This is an optimization exercise on Yosys and OpenROAD, whose aim is small area, not a production implementation. Function was checked by simulation only, so behaviour that the tests miss may differ from the original. No activity file was given, so power comes from the tool's default toggle rates.

## rram_ctrl_top
module rram_ctrl_top #(
    parameter int NUM_WL       = xbar_pkg::DEF_NUM_WL,
    parameter int NUM_SL       = xbar_pkg::DEF_NUM_SL,
    parameter int NUM_ADC      = xbar_pkg::DEF_NUM_ADC,
    parameter int DATA_W       = xbar_pkg::DEF_DATA_W,
    parameter int WRITE_PULSES = xbar_pkg::DEF_WRITE_PULSES
) (
    input  logic                                     CLK,
    input  logic                                     RESET_ACC,
    input  logic [rram_isa_pkg::INSTR_WORD_W-1:0]    instr_dout,    
    input  logic                                     instr_empty,
    output logic                                     instr_pop_n,
    input  logic [DATA_W-1:0]                        data_dout,     
    input  logic                                     data_empty,
    output logic                                     data_pop_n,
    input  logic                                     out_full,      
    output logic                                     out_push_n,
    output logic [DATA_W-1:0]                        out_din,
    output logic [NUM_WL-1:0]                        wl_sel,        
    output logic                                     wl_bias_sel,
    output logic [NUM_SL*3-1:0]                      bl_sel,
    output logic [NUM_SL*3-1:0]                      sl_sel,
    output logic [NUM_SL-1:0]                        sl_mux_sel,
    output logic [2:0]                               bl_bias_sel,
    output logic                                     sl_bias_sel,
    input  logic [NUM_ADC*xbar_pkg::ADC_THERM_W-1:0] adc_therm
);
Size in the first run: roughly 1,400 cells after synthesis, about 210 flip-flops, roughly 640 I/O pins, roughly 0.013 mm² of cells after synthesis.
export LEC_CHECK = 0
export CAP_MARGIN = 20
export CORE_AREA = 50 50 210 180
export DIE_AREA = 0 0 260 230
export GPL_TIMING_DRIVEN = 0
export PLACE_DENSITY = 0.8
export SLEW_MARGIN = 20
create_clock -name core_clock -period 10.0 [get_ports {CLK}]
standard.sh (not shown) runs the stock make flow with config.mk's settings and CLKGATE_MAP_FILE= SYNTH_SCRIPT=/design/flow/synth_recipe.tcl, a recipe that flattens the netlist after the stock synthesis.
==> flow/flow/run.sh <==
#!/bin/bash
set -euo pipefail
export BUFFER_PORTS_ARGS="-buffer_cell sky130_fd_sc_hd__buf_1"
export CTS_ARGS="-sink_clustering_enable -repair_clock_nets -dont_use_dummy_load -buf_list sky130_fd_sc_hd__clkbuf_8 -root_buf sky130_fd_sc_hd__clkbuf_8 -sink_clustering_size 16 -sink_clustering_max_diameter 70"
W=$PWD
export PRE_GLOBAL_PLACE_TCL="$W/flow/pre_gpl.tcl"
rm -rf "$W/scripts_area"
cp -r "$FLOW_HOME/scripts" "$W/scripts_area"
cp "$W/flow/area.abc" "$W/scripts_area/abc_area.script"
bash standard.sh SCRIPTS_DIR="$W/scripts_area" ABC_AREA=1 synth > standard_synth.log 2>&1
bash standard.sh > standard_flow.log 2>&1
==> flow/flow/area.abc <==
strash
dc2
&get -n
&st
&dch
&nf -R 1000
&st
&dch
&nf -R 1000
&put
dnsize
==> flow/flow/pre_gpl.tcl <==
# Timing-driven global placement is off (GPL_TIMING_DRIVEN 0), which also
# skips its remove_buffers; remove synthesis buffers here instead.
remove_buffers
Next try:
==> flow/flow/run.sh (replaced) <==
#!/bin/bash
# The standard layout (standard.sh) with three changes:
#  - synthesis is the standard one except that ABC maps the logic with an
#    area-oriented script (area.abc, used as the ORFS abc_area.script of a
#    copy of the ORFS scripts, with ABC_AREA=1); the registers come out the
#    same as in the standard synthesis
#  - each port is buffered by the smallest buffer, sky130_fd_sc_hd__buf_1,
#    instead of the one buffer_ports picks itself
#  - clock tree built from clkbuf_8 buffers, each driving a cluster of up to
#    14 registers, without dummy loads
set -euo pipefail
export BUFFER_PORTS_ARGS="-buffer_cell sky130_fd_sc_hd__buf_1"
export CTS_ARGS="-sink_clustering_enable -repair_clock_nets -dont_use_dummy_load -buf_list sky130_fd_sc_hd__clkbuf_8 -root_buf sky130_fd_sc_hd__clkbuf_8 -sink_clustering_size 14 -sink_clustering_max_diameter 60"
W=$PWD
rm -rf "$W/scripts_area"
cp -r "$FLOW_HOME/scripts" "$W/scripts_area"
cp "$W/flow/area.abc" "$W/scripts_area/abc_area.script"
bash standard.sh SCRIPTS_DIR="$W/scripts_area" ABC_AREA=1 synth > standard_synth.log 2>&1
bash standard.sh > standard_flow.log 2>&1
- CORE_AREA: 50 50 210 180 -> 50 50 230 200
- DIE_AREA: 0 0 260 230 -> 0 0 280 250
- GPL_TIMING_DRIVEN: 0 -> unset
- PLACE_DENSITY: 0.8 -> 0.65
removed: flow/flow/pre_gpl.tcl
Outcome: Power climbs by 1.4%; maximum frequency climbs by 0.38%; clock power climbs by 5.9%; core utilization drops by 16 points.
Next try:
==> flow/flow/run.sh (replaced) <==
#!/bin/bash
set -euo pipefail
export BUFFER_PORTS_ARGS="-buffer_cell sky130_fd_sc_hd__buf_1"
export CTS_ARGS="-sink_clustering_enable -repair_clock_nets -dont_use_dummy_load -buf_list sky130_fd_sc_hd__clkbuf_8 -root_buf sky130_fd_sc_hd__clkbuf_8 -sink_clustering_size 14 -sink_clustering_max_diameter 60"
W=$PWD
export PRE_GLOBAL_PLACE_TCL="$W/flow/pre_gpl.tcl"
rm -rf "$W/scripts_area"
cp -r "$FLOW_HOME/scripts" "$W/scripts_area"
cp "$W/flow/area.abc" "$W/scripts_area/abc_area.script"
bash standard.sh SCRIPTS_DIR="$W/scripts_area" ABC_AREA=1 synth > standard_synth.log 2>&1
bash standard.sh > standard_flow.log 2>&1
==> flow/flow/pre_gpl.tcl (new file) <==
# Timing-driven global placement is off (GPL_TIMING_DRIVEN 0), which also
# skips its remove_buffers; remove synthesis buffers here instead.
remove_buffers
- CORE_AREA: 50 50 230 200 -> 50 50 210 180
- DIE_AREA: 0 0 280 250 -> 0 0 260 230
- GPL_TIMING_DRIVEN: unset -> 0
- PLACE_DENSITY: 0.65 -> 0.8
Effect: The changed run ran to the end with no violations; synthesized area does not change; final area goes down by about 1.3%; routed wire length went down by 3.2%.
Next try:
==> flow/flow/run.sh (replaced) <==
#!/bin/bash
# The standard layout (standard.sh) with three changes:
#  - synthesis is the standard one except that ABC maps the logic with an
#    area-oriented script (area.abc, used as the ORFS abc_area.script of a
#    copy of the ORFS scripts, with ABC_AREA=1); the registers come out the
#    same as in the standard synthesis
#  - each port is buffered by the smallest buffer, sky130_fd_sc_hd__buf_1,
#    instead of the one buffer_ports picks itself
#  - clock tree built from clkbuf_4 buffers, each driving a cluster of up to
#    10 registers, without dummy loads
set -euo pipefail
export BUFFER_PORTS_ARGS="-buffer_cell sky130_fd_sc_hd__buf_1"
export CTS_ARGS="-sink_clustering_enable -repair_clock_nets -dont_use_dummy_load -buf_list sky130_fd_sc_hd__clkbuf_4 -root_buf sky130_fd_sc_hd__clkbuf_4 -sink_clustering_size 10 -sink_clustering_max_diameter 50"
W=$PWD
rm -rf "$W/scripts_area"
cp -r "$FLOW_HOME/scripts" "$W/scripts_area"
cp "$W/flow/area.abc" "$W/scripts_area/abc_area.script"
bash standard.sh SCRIPTS_DIR="$W/scripts_area" ABC_AREA=1 synth > standard_synth.log 2>&1
bash standard.sh > standard_flow.log 2>&1
- CORE_AREA: 50 50 210 180 -> 50 50 230 200
- DIE_AREA: 0 0 260 230 -> 0 0 280 250
- GPL_TIMING_DRIVEN: 0 -> unset
- PLACE_DENSITY: 0.8 -> 0.65
removed: flow/flow/pre_gpl.tcl
The new run finished with timing, DRC and antenna clean.
Routed wire length came out higher by 3.4%.
Synthesized area does not change.
Via count came out higher by about 1.3%.
Sequential power hardly moves.
Total power came out lower by 1.4%.
Worst hold slack stays flat.
Critical path depth does not change.
Next try:
--- a/flow/flow/run.sh
+++ b/flow/flow/run.sh
@@ -8,7 +8,7 @@
 #    instead of the one buffer_ports picks itself
-#  - clock tree built from clkbuf_4 buffers, each driving a cluster of up to
-#    10 registers, without dummy loads
+#  - clock tree built from clkbuf_8 buffers, each driving a cluster of up to
+#    14 registers, without dummy loads
 set -euo pipefail
 export BUFFER_PORTS_ARGS="-buffer_cell sky130_fd_sc_hd__buf_1"
-export CTS_ARGS="-sink_clustering_enable -repair_clock_nets -dont_use_dummy_load -buf_list sky130_fd_sc_hd__clkbuf_4 -root_buf sky130_fd_sc_hd__clkbuf_4 -sink_clustering_size 10 -sink_clustering_max_diameter 50"
+export CTS_ARGS="-sink_clustering_enable -repair_clock_nets -dont_use_dummy_load -buf_list sky130_fd_sc_hd__clkbuf_8 -root_buf sky130_fd_sc_hd__clkbuf_8 -sink_clustering_size 14 -sink_clustering_max_diameter 60"
 W=$PWD
- CORE_AREA: 50 50 230 200 -> 50 50 210 180
- DIE_AREA: 0 0 280 250 -> 0 0 260 230
- PLACE_DENSITY: 0.65 -> 0.8
Result: The changed run finished with timing, DRC and antenna clean; setup slack got worse by 220 ps; power grows by about 1.4%; sequential power hardly moves; synthesized cell count does not change; via count stays flat; global-route usage grows by 3.2 points; die area shrinks by 15%.
Next try:
==> flow/flow/run.sh (replaced) <==
#!/bin/bash
set -euo pipefail
export BUFFER_PORTS_ARGS="-buffer_cell sky130_fd_sc_hd__buf_1"
export CTS_ARGS="-sink_clustering_enable -repair_clock_nets -dont_use_dummy_load -buf_list sky130_fd_sc_hd__clkbuf_8 -root_buf sky130_fd_sc_hd__clkbuf_8 -sink_clustering_size 16 -sink_clustering_max_diameter 70"
W=$PWD
export PRE_GLOBAL_PLACE_TCL="$W/flow/pre_gpl.tcl"
rm -rf "$W/scripts_area"
cp -r "$FLOW_HOME/scripts" "$W/scripts_area"
cp "$W/flow/area.abc" "$W/scripts_area/abc_area.script"
bash standard.sh SCRIPTS_DIR="$W/scripts_area" ABC_AREA=1 synth > standard_synth.log 2>&1
bash standard.sh > standard_flow.log 2>&1
==> flow/flow/pre_gpl.tcl (new file) <==
# Timing-driven global placement is off (GPL_TIMING_DRIVEN 0), which also
# skips its remove_buffers; remove synthesis buffers here instead.
remove_buffers
- CORE_AREA: 50 50 210 180 -> 50 50 200 175
- DIE_AREA: 0 0 260 230 -> 0 0 250 225
- GPL_TIMING_DRIVEN: unset -> 0
- PLACE_DENSITY: 0.8 -> 0.85
Result: Wire length climbs by 3.6%; via count climbs by 4.5%; synthesized area stays the same; utilization climbs by 7.8 points; clock skew climbs by 33 ps; synthesized cell count stays the same; setup slack is worse by 18 ps; sequential cell count does not change; global-route usage climbs by 2.5 points.

========
rram_ctrl_top, a different RTL version from the one above (not shown whole).
Size in the first run: roughly 1,500 cells after synthesis, about 640 I/O pins, roughly 14,000 um^2 of cells after synthesis.
## rram_ctrl_top
module rram_ctrl_top #(
    parameter int NUM_WL       = xbar_pkg::DEF_NUM_WL,
    parameter int NUM_SL       = xbar_pkg::DEF_NUM_SL,
    parameter int NUM_ADC      = xbar_pkg::DEF_NUM_ADC,
    parameter int DATA_W       = xbar_pkg::DEF_DATA_W,
    parameter int WRITE_PULSES = xbar_pkg::DEF_WRITE_PULSES
) (
    input  logic                                     CLK,
    input  logic                                     RESET_ACC,
    input  logic [rram_isa_pkg::INSTR_WORD_W-1:0]    instr_dout,    
    input  logic                                     instr_empty,
    output logic                                     instr_pop_n,
    input  logic [DATA_W-1:0]                        data_dout,     
    input  logic                                     data_empty,
    output logic                                     data_pop_n,
    input  logic                                     out_full,      
    output logic                                     out_push_n,
    output logic [DATA_W-1:0]                        out_din,
    output logic [NUM_WL-1:0]                        wl_sel,        
    output logic                                     wl_bias_sel,
    output logic [NUM_SL*3-1:0]                      bl_sel,
    output logic [NUM_SL*3-1:0]                      sl_sel,
    output logic [NUM_SL-1:0]                        sl_mux_sel,
    output logic [2:0]                               bl_bias_sel,
    output logic                                     sl_bias_sel,
    input  logic [NUM_ADC*xbar_pkg::ADC_THERM_W-1:0] adc_therm
);
==> flow/config.mk <==
export PLATFORM = sky130hd
export DESIGN_NAME = rram_ctrl_top
export DESIGN_NICKNAME = rram_ctrl_top
export VERILOG_FILES = /design/flow/design.v
export SDC_FILE = /design/flow/constraint.sdc
export NUM_CORES = 4
export LEC_CHECK = 0
export CAP_MARGIN = 20
export CORE_AREA = 50 50 210 180
export DIE_AREA = 0 0 260 230
export PLACE_DENSITY = 0.8
export SLEW_MARGIN = 20
==> flow/constraint.sdc <==
create_clock -name core_clock -period 10.0 [get_ports {CLK}]
set_input_delay 2.0000 -clock core_clock [delete_from_list [all_inputs] [get_ports {CLK}]]
set_output_delay 2.0000 -clock core_clock [all_outputs]
set_load 0.01 [all_outputs]
==> flow/flow/run.sh <==
#!/bin/bash
set -euo pipefail
export BUFFER_PORTS_ARGS="-buffer_cell sky130_fd_sc_hd__buf_1"
export CTS_ARGS="-sink_clustering_enable -repair_clock_nets -dont_use_dummy_load -buf_list sky130_fd_sc_hd__clkbuf_8 -root_buf sky130_fd_sc_hd__clkbuf_8 -sink_clustering_size 14 -sink_clustering_max_diameter 60"
bash standard.sh > standard_flow.log 2>&1
Next try:
- CORE_AREA: 50 50 210 180 -> 50 50 230 200
- DIE_AREA: 0 0 260 230 -> 0 0 280 250
- PLACE_DENSITY: 0.8 -> 0.65
The new run finished clean.
Final area goes up by 0.86%.
Count of clock-buffer cells in the layout stays the same.
Hold slack gets better by 0.033 ns.
Via count goes down by about 2.8%.
Total power goes down by about 0.7%.
Worst setup slack gets better by 0.012 ns.
Critical path depth does not change.
Die area goes up by 17%.

========
Another version of the RTL of rram_ctrl_top (not shown whole).
Size in the first run: ~640 I/O pins, about 0.014 mm^2 of cells after synthesis.
==> flow/config.mk <==
export PLATFORM = sky130hd
export DESIGN_NAME = rram_ctrl_top
export DESIGN_NICKNAME = rram_ctrl_top
export VERILOG_FILES = /design/flow/design.v
export SDC_FILE = /design/flow/constraint.sdc
export NUM_CORES = 4
export LEC_CHECK = 0
export CAP_MARGIN = 20
export CORE_AREA = 50 50 230 200
export DIE_AREA = 0 0 280 250
export PLACE_DENSITY = 0.65
export SLEW_MARGIN = 20
==> flow/constraint.sdc <==
create_clock -name core_clock -period 10.0 [get_ports {CLK}]
set_input_delay 2.0000 -clock core_clock [delete_from_list [all_inputs] [get_ports {CLK}]]
set_output_delay 2.0000 -clock core_clock [all_outputs]
set_load 0.01 [all_outputs]
==> flow/flow/run.sh <==
#!/bin/bash
# The standard layout (standard.sh) with three changes:
#  - after the standard synthesis, reopt.tcl re-maps its combinational logic
#    with an area-oriented ABC script (registers untouched), and the flow
#    goes on from that netlist
#  - each port is buffered by the smallest buffer, sky130_fd_sc_hd__buf_1,
#    instead of the one buffer_ports picks itself
#  - clock tree built from clkbuf_8 buffers, each driving a cluster of up to
#    14 registers, without dummy loads
set -euo pipefail
export BUFFER_PORTS_ARGS="-buffer_cell sky130_fd_sc_hd__buf_1"
export CTS_ARGS="-sink_clustering_enable -repair_clock_nets -dont_use_dummy_load -buf_list sky130_fd_sc_hd__clkbuf_8 -root_buf sky130_fd_sc_hd__clkbuf_8 -sink_clustering_size 14 -sink_clustering_max_diameter 60"
W=$PWD
R=$W/orfs/results/$FLOW_PLATFORM/rram_ctrl_top/base
YOSYS=$FLOW_HOME/../tools/install/yosys/bin/yosys
[[ -x $YOSYS ]] || YOSYS=yosys

bash standard.sh synth > standard_synth.log 2>&1
cp $R/1_2_yosys.v $W/standard_synth_netlist.v
RO_LIB=$FLOW_HOME/platforms/$FLOW_PLATFORM/lib/sky130_fd_sc_hd__tt_025C_1v80.lib \
RO_NET=$W/standard_synth_netlist.v RO_TOP=$FLOW_TOP RO_ABC=$W/flow/area.abc \
RO_STAT=$W/reopt_stat.txt RO_OUT=$R/1_2_yosys.v \
  $YOSYS -c $W/flow/reopt.tcl > reopt_yosys.log 2>&1
bash standard.sh > standard_flow.log 2>&1
==> flow/flow/area.abc <==
strash
&get -n
&st
&dch
&nf -R 1000
&put
dnsize
Other scripts of this flow, unchanged in this note and not shown: flow/flow/reopt.tcl
Next try:
==> flow/flow/area.abc (replaced) <==
strash
dc2
&get -n
&st
&dch
&nf -R 1000
&st
&dch
&nf -R 1000
&put
dnsize
=>
- final cell count decreases by 1.0%
- total power increases by 3.4%
- die area does not change
- hold slack gets worse by 29 ps
- register-to-register slack gets worse by 380 ps
- final area went down by 0.81%
- sequential power stays flat

==> static timing again, ports no longer ideal <==
How much do the figures lean on ideal ports? The routed layouts below were timed once more, with nothing changed but the port constraints.
Step 1: set_driving_cell puts a clkbuf_16 on CLK and a buf_2 on each other input, an assumption about the parent block.
Step 2 times the ports against the registers' clock, not the clock port: input delays grow and output delays shrink by t, the midpoint of the rising clock arrivals with the driver on.
Slacks: ideal / step 1 / step 2; pairs: ideal / step 1.
run	shift t [ns]	setup slack, ns	clock arrival spread, ns
the first run of note 1	0.536	2.333 / 2.317 / 1.781	0.062 / 0.062
the second run of note 1	0.557	2.362 / 2.350 / 1.793	0.020 / 0.020
the third run of note 1	0.543	2.344 / 2.323 / 1.780	0.043 / 0.043
the fourth run of note 1	0.679	2.520 / 2.503 / 1.824	0.048 / 0.048
the fifth run of note 1	0.546	2.298 / 2.292 / 1.746	0.058 / 0.058
the sixth run of note 1	0.527	2.281 / 2.270 / 1.743	0.091 / 0.091
the first run of note 2	0.556	2.537 / 2.536 / 1.980	0.057 / 0.056
the second run of note 2	0.544	2.549 / 2.560 / 2.016	0.048 / 0.048
the first run of note 3	0.536	2.458 / 2.456 / 1.920	0.051 / 0.051
the second run of note 3	0.552	2.473 / 2.477 / 1.925	0.045 / 0.044
After both steps setup and hold are still met in every run listed. The setup slack of the fourth run of note 1, which loses most, moves by -0.017 ns with the drivers and by -0.696 ns with both steps.
